From an optimization exercise on the open Yosys and OpenROAD flow, aimed at small area, a short achievable clock period and few clock cycles per item; shortcuts taken in it are not production practice. For this run, only the layout was checked, not whether the RTL still works. Power and IR drop assume default switching activity.

==> flow/config.mk <==
export PLATFORM = sky130hd
export DESIGN_NAME = vector_floating_point_divide_unit_iterative
export DESIGN_NICKNAME = vector_floating_point_divide_unit_iterative
export VERILOG_FILES = /design/flow/design.v
export SDC_FILE = /design/flow/constraint.sdc
export NUM_CORES = 4
export LEC_CHECK = 0
export CAP_MARGIN = 20
export CORE_MARGIN = 2
export CORE_UTILIZATION = 40
export SLEW_MARGIN = 20
==> flow/run.sh <==
#!/bin/bash
# synth_recipe.tcl (not shown) runs the flow's synth.tcl, then flattens the netlist and writes it again
# the make line also repeats each setting of config.mk as NAME=value (left out here)
make -C /OpenROAD-flow-scripts/flow DESIGN_CONFIG=/design/flow/config.mk WORK_HOME=/design/flow/orfs CLKGATE_MAP_FILE= SYNTH_SCRIPT=/design/flow/synth_recipe.tcl finish
==> flow/design.v <==
package vector_floating_point_divide_unit_iterative_pkg;
  localparam logic [2:0] ZERO   = 3'd0;
  localparam logic [2:0] NORMAL = 3'd1;
  localparam logic [2:0] INF    = 3'd2;
  localparam logic [2:0] QNAN   = 3'd3;
  localparam logic [2:0] SNAN   = 3'd4;
  localparam int FF_NV = 4;
  localparam int FF_DZ = 3;
  localparam int FF_OF = 2;
  localparam int FF_UF = 1;
  localparam int FF_NX = 0;
  localparam logic [1:0] IDLE   = 2'd0;
  localparam logic [1:0] DIVIDE = 2'd1;
  localparam logic [1:0] ROUND  = 2'd2;
  localparam logic [1:0] DONE   = 2'd3;
  localparam logic [31:0] FP32_CANONICAL_NAN  = 32'h7FC00000;
  localparam int          FP32_BIAS           = 127;
  localparam int          FP32_DIV_ITERATIONS = 26;
  function automatic logic [2:0] fp32_classify(input logic [31:0] x);
    logic [2:0] c;
    if (x[30:23] == 8'h00)      c = ZERO;
    else if (x[30:23] == 8'hFF) c = (x[22:0] == 23'd0) ? INF :
                                    (x[22] ? QNAN : SNAN);
    else                        c = NORMAL;
    fp32_classify = c;
  endfunction
endpackage
module fp32_divide_lane (
  input  logic        clock,
  input  logic        load,
  input  logic        step,
  input  logic        first,
  input  logic        last,
  input  logic        round,
  input  logic [30:0] op_a,
  input  logic [30:0] op_b,
  input  logic        sign_in,
  output logic [31:0] result,
  output logic [4:0]  flags
);
  localparam int NV = vector_floating_point_divide_unit_iterative_pkg::FF_NV;
  localparam int DZ = vector_floating_point_divide_unit_iterative_pkg::FF_DZ;
  localparam int OF = vector_floating_point_divide_unit_iterative_pkg::FF_OF;
  localparam int UF = vector_floating_point_divide_unit_iterative_pkg::FF_UF;
  localparam int NX = vector_floating_point_divide_unit_iterative_pkg::FF_NX;
  logic [24:0] x_q;        
  logic [22:0] d_q;        
  logic [24:0] q_q;        
  logic [7:0]  ea_q, eb_q;
  logic        s_q, norm_q;
  logic        sp_nan_q, sp_inf_q, sp_zero_q, sp_nv_q, sp_dz_q;
  logic        rs_q;
  logic [7:0]  re_q;
  logic [24:0] diff;
  logic        ge;
  assign {ge, diff} = {1'b1, x_q} - {2'b01, d_q};
  logic a_zero, a_inf, a_nan, a_snan, b_zero, b_inf, b_nan, b_snan;
  logic a_ff, b_ff, a_fz, b_fz;
  assign a_ff   = &ea_q;
  assign b_ff   = &eb_q;
  assign a_fz   = ~|x_q[22:0];
  assign b_fz   = ~|d_q;
  assign a_zero = ~|ea_q;
  assign b_zero = ~|eb_q;
  assign a_inf  = a_ff & a_fz;
  assign b_inf  = b_ff & b_fz;
  assign a_nan  = a_ff & ~a_fz;
  assign b_nan  = b_ff & ~b_fz;
  assign a_snan = a_nan & ~x_q[22];
  assign b_snan = b_nan & ~d_q[22];
  logic p_nan, p_inf, p_zero, p_nv, p_dz, p_invalid;
  assign p_invalid = (a_zero & b_zero) | (a_inf & b_inf);
  assign p_nan  = a_nan | b_nan | p_invalid;
  assign p_nv   = a_snan | b_snan | p_invalid;
  assign p_inf  = ~p_nan & (a_inf | b_zero);
  assign p_dz   = ~p_nan & ~a_inf & b_zero;
  assign p_zero = ~p_nan & ~a_inf & ~b_zero & (a_zero | b_inf);
  logic        sticky, up, inexact;
  logic [22:0] fr, fr_inc;
  logic        c_inc, c;
  logic [9:0]  e0, e1, e_fin;
  logic        ovf, unf;
  logic [31:0] rnd_res;
  logic [4:0]  rnd_flags;
  always_comb begin
    sticky  = |x_q;
    up      = q_q[0] & (sticky | q_q[1]);
    inexact = q_q[0] | sticky;
    {c_inc, fr_inc} = {1'b0, q_q[23:1]} + 24'd1;
    fr      = up ? fr_inc : q_q[23:1];
    c       = up & c_inc;
    e0      = {2'b00, ea_q} - {2'b00, eb_q} + 10'd126 + {9'd0, norm_q};
    e1      = e0 + 10'd1;
    e_fin   = c ? e1 : e0;
    ovf     = c ? ($signed(e1) >= 10'sd255) : ($signed(e0) >= 10'sd255);
    unf     = c ? ($signed(e1) <= 10'sd0)   : ($signed(e0) <= 10'sd0);
    rnd_flags = '0;
    if (sp_nan_q) begin
      rnd_res       = 32'h7FC00000;
      rnd_flags[NV] = sp_nv_q;
    end else if (sp_inf_q) begin
      rnd_res       = {s_q, 8'hFF, 23'd0};
      rnd_flags[DZ] = sp_dz_q;
    end else if (sp_zero_q) begin
      rnd_res       = {s_q, 31'd0};
    end else if (ovf) begin
      rnd_res       = {s_q, 8'hFF, 23'd0};
      rnd_flags[OF] = 1'b1;
      rnd_flags[NX] = 1'b1;
    end else if (unf) begin
      rnd_res       = {s_q, 31'd0};
      rnd_flags[UF] = 1'b1;
      rnd_flags[NX] = 1'b1;
    end else begin
      rnd_res       = {s_q, e_fin[7:0], fr};
      rnd_flags[NX] = inexact;
    end
  end
  assign flags = rnd_flags;
  always_ff @(posedge clock) begin
    if (load) begin
      x_q  <= {2'b01, op_a[22:0]};
      d_q  <= op_b[22:0];
      ea_q <= op_a[30:23];
      eb_q <= op_b[30:23];
      s_q  <= sign_in;
    end else if (step && !(last && norm_q)) begin
      x_q <= ge ? {diff[23:0], 1'b0} : {x_q[23:0], 1'b0};
      q_q <= {q_q[23:0], ge};
    end
    if (first) begin
      norm_q    <= ge;
      sp_nan_q  <= p_nan;
      sp_inf_q  <= p_inf;
      sp_zero_q <= p_zero;
      sp_nv_q   <= p_nv;
      sp_dz_q   <= p_dz;
    end
    if (round) begin
      q_q[23:1] <= rnd_res[22:0];
      re_q      <= rnd_res[30:23];
      rs_q      <= rnd_res[31];
    end
  end
  assign result = {rs_q, re_q, q_q[23:1]};
endmodule
module vector_floating_point_divide_unit_iterative #(
  parameter int VLEN = 128,
  parameter int SEW  = 32
) (
  input  logic            clock,
  input  logic            reset,
  input  logic            flush,
  input  logic            in_valid,
  output logic            in_ready,
  input  logic            reverse,
  input  logic [VLEN-1:0] vs2,
  input  logic [VLEN-1:0] vs1,
  output logic            out_valid,
  input  logic            out_ready,
  output logic [VLEN-1:0] vd,
  output logic [4:0]      fflags
);
  localparam int NUM_LANES = VLEN / SEW;
  if (SEW != 32) begin : g_sew_chk
    $error("vector divider supports SEW=32 only");
  end
  if (VLEN % 32 != 0) begin : g_vlen_chk
    $error("VLEN must be a multiple of 32");
  end
  logic       ld_q;
  logic       it_q;
  logic       rnd_q;
  logic [4:0] cnt_q;      
  logic       ov_q;
  logic       accept, step_en, first, last, it_d;
  assign in_ready  = ld_q;
  assign out_valid = ov_q;
  assign accept    = ld_q & in_valid & ~flush;
  assign step_en   = it_q & (~ov_q | out_ready);
  assign first     = step_en & (cnt_q == 5'd0);
  assign last      = (cnt_q == 5'd25);
  assign it_d      = accept | (it_q & ~(step_en & last));
  always_ff @(posedge clock or posedge reset) begin
    if (reset) begin
      ld_q  <= 1'b0;
      it_q  <= 1'b0;
      rnd_q <= 1'b0;
      cnt_q <= '0;
      ov_q  <= 1'b0;
    end else if (flush) begin
      ld_q  <= 1'b1;
      it_q  <= 1'b0;
      rnd_q <= 1'b0;
      cnt_q <= '0;
      ov_q  <= 1'b0;
    end else begin
      it_q  <= it_d;
      if (step_en) cnt_q <= last ? 5'd0 : cnt_q + 5'd1;
      rnd_q <= step_en & last;
      ld_q  <= ~it_d;
      if (rnd_q)          ov_q <= 1'b1;
      else if (out_ready) ov_q <= 1'b0;
    end
  end
  logic [NUM_LANES-1:0][31:0] lane_res;
  logic [NUM_LANES-1:0][4:0]  lane_flags;
  logic [4:0]                 flags_or;
  for (genvar i = 0; i < NUM_LANES; i++) begin : g_lane
    logic [30:0] op_a, op_b;
    assign op_a = reverse ? vs1[32*i +: 31] : vs2[32*i +: 31];
    assign op_b = reverse ? vs2[32*i +: 31] : vs1[32*i +: 31];
    assign vd[32*i +: 32] = lane_res[i];
    fp32_divide_lane u_lane (
      .clock    (clock),
      .load     (ld_q),
      .step     (step_en),
      .first    (first),
      .last     (last),
      .round    (rnd_q),
      .op_a     (op_a),
      .op_b     (op_b),
      .sign_in  (vs1[32*i+31] ^ vs2[32*i+31]),
      .result   (lane_res[i]),
      .flags    (lane_flags[i])
    );
  end
  always_comb begin
    flags_or = '0;
    for (int i = 0; i < NUM_LANES; i++) flags_or = flags_or | lane_flags[i];
  end
  always_ff @(posedge clock) begin
    if (rnd_q) fflags <= flags_or;
  end
endmodule
==> flow/constraint.sdc <==
create_clock -name core_clock -period 5.5 [get_ports {clock}]
set_input_delay 1.1000 -clock core_clock [delete_from_list [all_inputs] [get_ports {clock}]]
set_output_delay 1.1000 -clock core_clock [all_outputs]
set_load 0.01 [all_outputs]
==> metrics.md <==
| Metric | Value |
|---|---|
| Area occupied by multi-input gates | 17600 sq um |
| Max transition margin | 0.272 |
| CP Capture Type | flip-flop |
| Syn_nets | roughly 3700 |
| Sequential share of the synthesized area | 0.393 |
| Post-synth cell types | 113 |
| First-pass detailed-route iteration total | 5 |
| Post-Synthesis Cells | 3230 |
| Cts repair resizes | 0 |
| Top-level port count | 397 |
| Sw power | 4.48 mW |
| Power per cell area | 327 nW/um^2 |
| DR vias | 25400 |
| Max VDD drop | roughly 0.25 mV |
| # fillers | about 7600 |
| Initial antenna violation count | 4 |
| Root Buffer | clkbuf_16 |
| Crit Path Max Fanout | 23 |
| Maxcap violations | 0 |
| Synth async-reset ratio | 0.0209 |
| IO Port Bufs | ~400 |
| Cts hold-fix bufs | 0 |
| Post-synthesis cell area | around 33000 sq um |
| Final hold slack | 511 ps |
| Area Overhead vs Synth | 18.5% |
| Post-route setup slack | 656 ps |
| Pre-CTS setup slack | 703 ps |
| Final Hold Fails | 0 |
| Synth Register Bits | 430 |
| ANT nets after route | 0 |
| Pin count of the biggest net entering global routing | 110 |
| DRC violations left | 0 |
| Global-route wire length before repair | about 140000 um |
| Clock power share | 0.269 |
| Post-synth EDFFs | 413 |
| Worst Path Class, Setup | flip-flop to flip-flop |
| Share of layout cells above drive strength 1 | 0.112 |
| Combinational fraction of design power | 0.385 |
| Die width | 289 um |
| Clock insertion delay at the later pin of the skew report | 600 ps |
| RSZ-0062 raised after global routing | false |
| Dominant synthesized flop cell | edfxtp_1 |
| WL per Instance | roughly 19 um |
| Routed vias/inst | roughly 5.5 |
| CTS buffer count | 53 |
| Register area | 12800 sq um |
| Leakage | roughly 15 nW |
| Dpl hpwl | around 67000 um |
| Drt total wl | ~88000 um |
| Die area | approximately 84000 sq um |
| # nets final | 3926 |
| Power Total | around 13 mW |
| Row Count | 104 |
| Final Cycle Share | 0.881 |
| Htree depth | 2 |
| Core ar. | between 80000 and 90000 sq um |
| Final Max Slew Viols | 0 |
| Measured slew at the worst slew-check pin | 1080 ps |
| Clock skew | 15.1 ps |
| GRT Overall Usage | 0.204 |
| GP Congestion | just under 0.9 |
| Fin util | 0.479 |
| CTS tree | yes |
| Clock tree buffer depth | 3 |
| Data required time of the critical path | 5770 ps |
| Chip Height | 289 um |
| Final setup vio count | 0 |
| Switching share of power | 0.355 |
| Startpoint Class | flip-flop |
| Clock slew at the register clock pins of the worst setup and hold paths | 60 ps |
| Sequential share of power | 0.346 |
| Initial DRC count | ~1700 |
| Setup TNS | 0 ps |
| FMAX | 0.206 GHz |
| Warnings from Yosys | 2 |
| Initial Util | 0.404 |
| Data arrival, critical path | a little over 5000 ps |
| Worst R2R Setup Slack | 660 ps |
| Syn avg cell area | 10.1 sq um |
| Postcts setup bufs | 0 |
| Cell-internal power | 8.14 mW |
| CTS sink cnt | between 400 and 500 |
| Grt ovf | 0 |
| Status | complete, no violations |
| Vias in the first global route | 24500 |
| Crit path time final | 4840 ps |
| Hold Crit Class | flip-flop to flip-flop |
[registers in the layout, summed over array words and instances (netlist names)]
| name | cells |
|---|---|
| g_lane.u_lane.sp_zero_q | 4 |
| g_lane.u_lane.norm_q | 4 |
| g_lane.u_lane.d_q | 92 |
| ov_q | 1 |
| g_lane.u_lane.q_q | 96 |
| g_lane.u_lane.eb_q | 32 |
| g_lane.u_lane.s_q | 4 |
| rnd_q | 1 |
| cnt_q | 5 |
| g_lane.u_lane.rs_q | 4 |
| g_lane.u_lane.sp_inf_q | 4 |
| g_lane.u_lane.sp_dz_q | 4 |
| g_lane.u_lane.ea_q | 32 |
| g_lane.u_lane.x_q | 100 |
| fflags | 5 |
| g_lane.u_lane.sp_nv_q | 4 |
| it_q | 1 |
| g_lane.u_lane.re_q | 32 |
| ld_q | 1 |
| g_lane.u_lane.sp_nan_q | 4 |
[layout make-up]
type                    count  share of cell area
multi-input cells        2357               0.458
flip-flops and latches    430               0.332
repair buffers            432               0.110
clock buffers              71              0.0380
well taps                1060              0.0344
inverters                 231              0.0225
clock inverters            24             0.00506
diodes                      2            0.000130
[power groups by stage]
stage | clock (mW) | combinational (mW) | sequential (mW)
after global placement | 0 | 4.80 | 4.43
after detailed placement | 0 | 4.81 | 4.43
final | 3.39 | 4.85 | 4.37
after floorplan | 0 | 3.70 | 4.32
after CTS | 3.50 | 4.84 | 4.37
after global routing | 3.61 | 5.39 | 4.42
[worst max-delay path, stage by stage (launching register included)]
cell	delay (ps)
edfxtp_1	420
ha_1	240
fa_1	480
ha_1	320
xnor3_1	400
nand3_1	190
or2_1	280
nor3_2	260
a21oi_2	110
a21oi_1	230
xor2_1	200
nor4b_1	320
o22ai_2	240
nand4_4	330
o22a_1	170
buf_4	310
[per-layer routing]
| layer | wire length (um) | GRT usage | up-vias |
|---|---|---|---|
| met1 | 41100 | 0.286 | 12100 |
| met5 | 36 | 0 | - |
| met4 | 2840 | 0.0677 | 6 |
| met2 | 39700 | 0.326 | 623 |
| met3 | 4570 | 0.0271 | 126 |
| li1 | - | - | 12600 |
[Yosys cell counts (10+ instances only)]
cell type  instances  area (sq um)
nand4_1           47           294
o2bb2ai_1         45           394
a21oi_1          131           656
a211o_1           10          87.6
edfxtp_1         413         12400
o22ai_1           22           138
and4_1            11          96.3
nand3_1          102           510
o211ai_1          20           150
o21a_1            56           420
o22ai_2           19           238
ha_1             151          1890
nand3b_1          13          97.6
nor2_1           204           766
nor2b_1           32           200
a21o_1            33           248
o31a_1            18           158
nor3b_1           10          75.1
a31oi_1           25           156
and2_1            13          81.3
or3_1             17           106
xnor2_1          128          1120
or2_2             16           100
nand2b_1          37           231
xor2_1            59           517
buf_4            103           773
mux2_2           173          1950
and3_1            37           231
a221oi_1          11          96.3
nor3_1            74           370
nand2_1          219           822
o21ai_0          111           556
buf_2             12          60.1
o21bai_1          19           143
o2bb2ai_2         20           300
nor4_1            61           382
clkbuf_1          78           293
a211oi_1          51           383
mux2i_1          180          1800
inv_1            229           860
[cells in the final DEF, fill, tap and decap left out, drive strengths merged, types with 11 or more instances in the layout]
master	n
and4	12
nor2b	33
o21a	56
mux2	174
ha	151
nand4	48
inv	230
a211oi	55
nand2	219
o211ai	21
a21o	34
or3	18
nand3	103
nand2b	38
a31oi	25
nor3b	11
edfxtp	413
o21bai	19
nor2	206
a21oi	135
clkbuf	71
clkdlybuf4s50	395
o2bb2ai	65
xnor2	129
and3	38
clkinv	21
o31a	19
o21ai	117
o22ai	41
nor4	62
and2	13
xor2	64
or2	24
a221oi	11
nand3b	13
mux2i	181
buf	37
nor3	76
[per-stage QoR]
stage,instances,instance area [sq um]
finish,4607,38600
detailed placement,4509,36900
global route,4605,38500
global placement,4509,36900
CTS,4604,38500
floorplan,3230,32500
[final timing paths]
path                                             to                      from  cells after the start
setup / recovery            g_lane[0].u_lane.q_q[7]  g_lane[0].u_lane.eb_q[0]                     15
min in group asynchronous                      ld_q                     reset                      2
max in group asynchronous                     rnd_q                     reset                      2
hold / removal             g_lane[2].u_lane.x_q[24]  g_lane[2].u_lane.x_q[24]                      2
hold reg to reg            g_lane[2].u_lane.x_q[24]  g_lane[2].u_lane.x_q[24]                      2
setup reg to reg            g_lane[0].u_lane.q_q[7]  g_lane[0].u_lane.eb_q[0]                     15
[kinds of logic after synthesis]
family | synth area share
xor gates and xnor gates | 0.0548
AOI/OAI and AO/OA | 0.160
DFF | 0.393
and+or+nand+nor | 0.147
adders and majority gates | 0.0630
buffers and inverters | 0.0661
muxes | 0.116

[re-timing with driven ports]
The results above use ideal ports. As a check the final layout listed here was re-extracted and re-timed, cells and wires unchanged. Step 1 (the two cells are an assumption about what drives the block):
set clk [get_ports {clock}]
set_driving_cell -lib_cell sky130_fd_sc_hd__clkbuf_16 $clk
set_driving_cell -lib_cell sky130_fd_sc_hd__buf_2 [delete_from_list [all_inputs] $clk]
Step 2, shift: input delay + t, output delay - t, t = (earliest + latest rising clock arrival at the registers) / 2. This alone moves slack from input paths to output paths. a / b / c = no drivers / after step 1 / after step 2; a / b = the first two.
t, ns: 0.658
setup WS [ns]: 0.656 / 0.656 / 0.656
worst hold slack (ns): 0.511 / 0.511 / 0.511
After both steps setup and hold are still met in this run. The setup slack of this run moves by 0.000 ns with the drivers and by 0.000 ns with both steps.
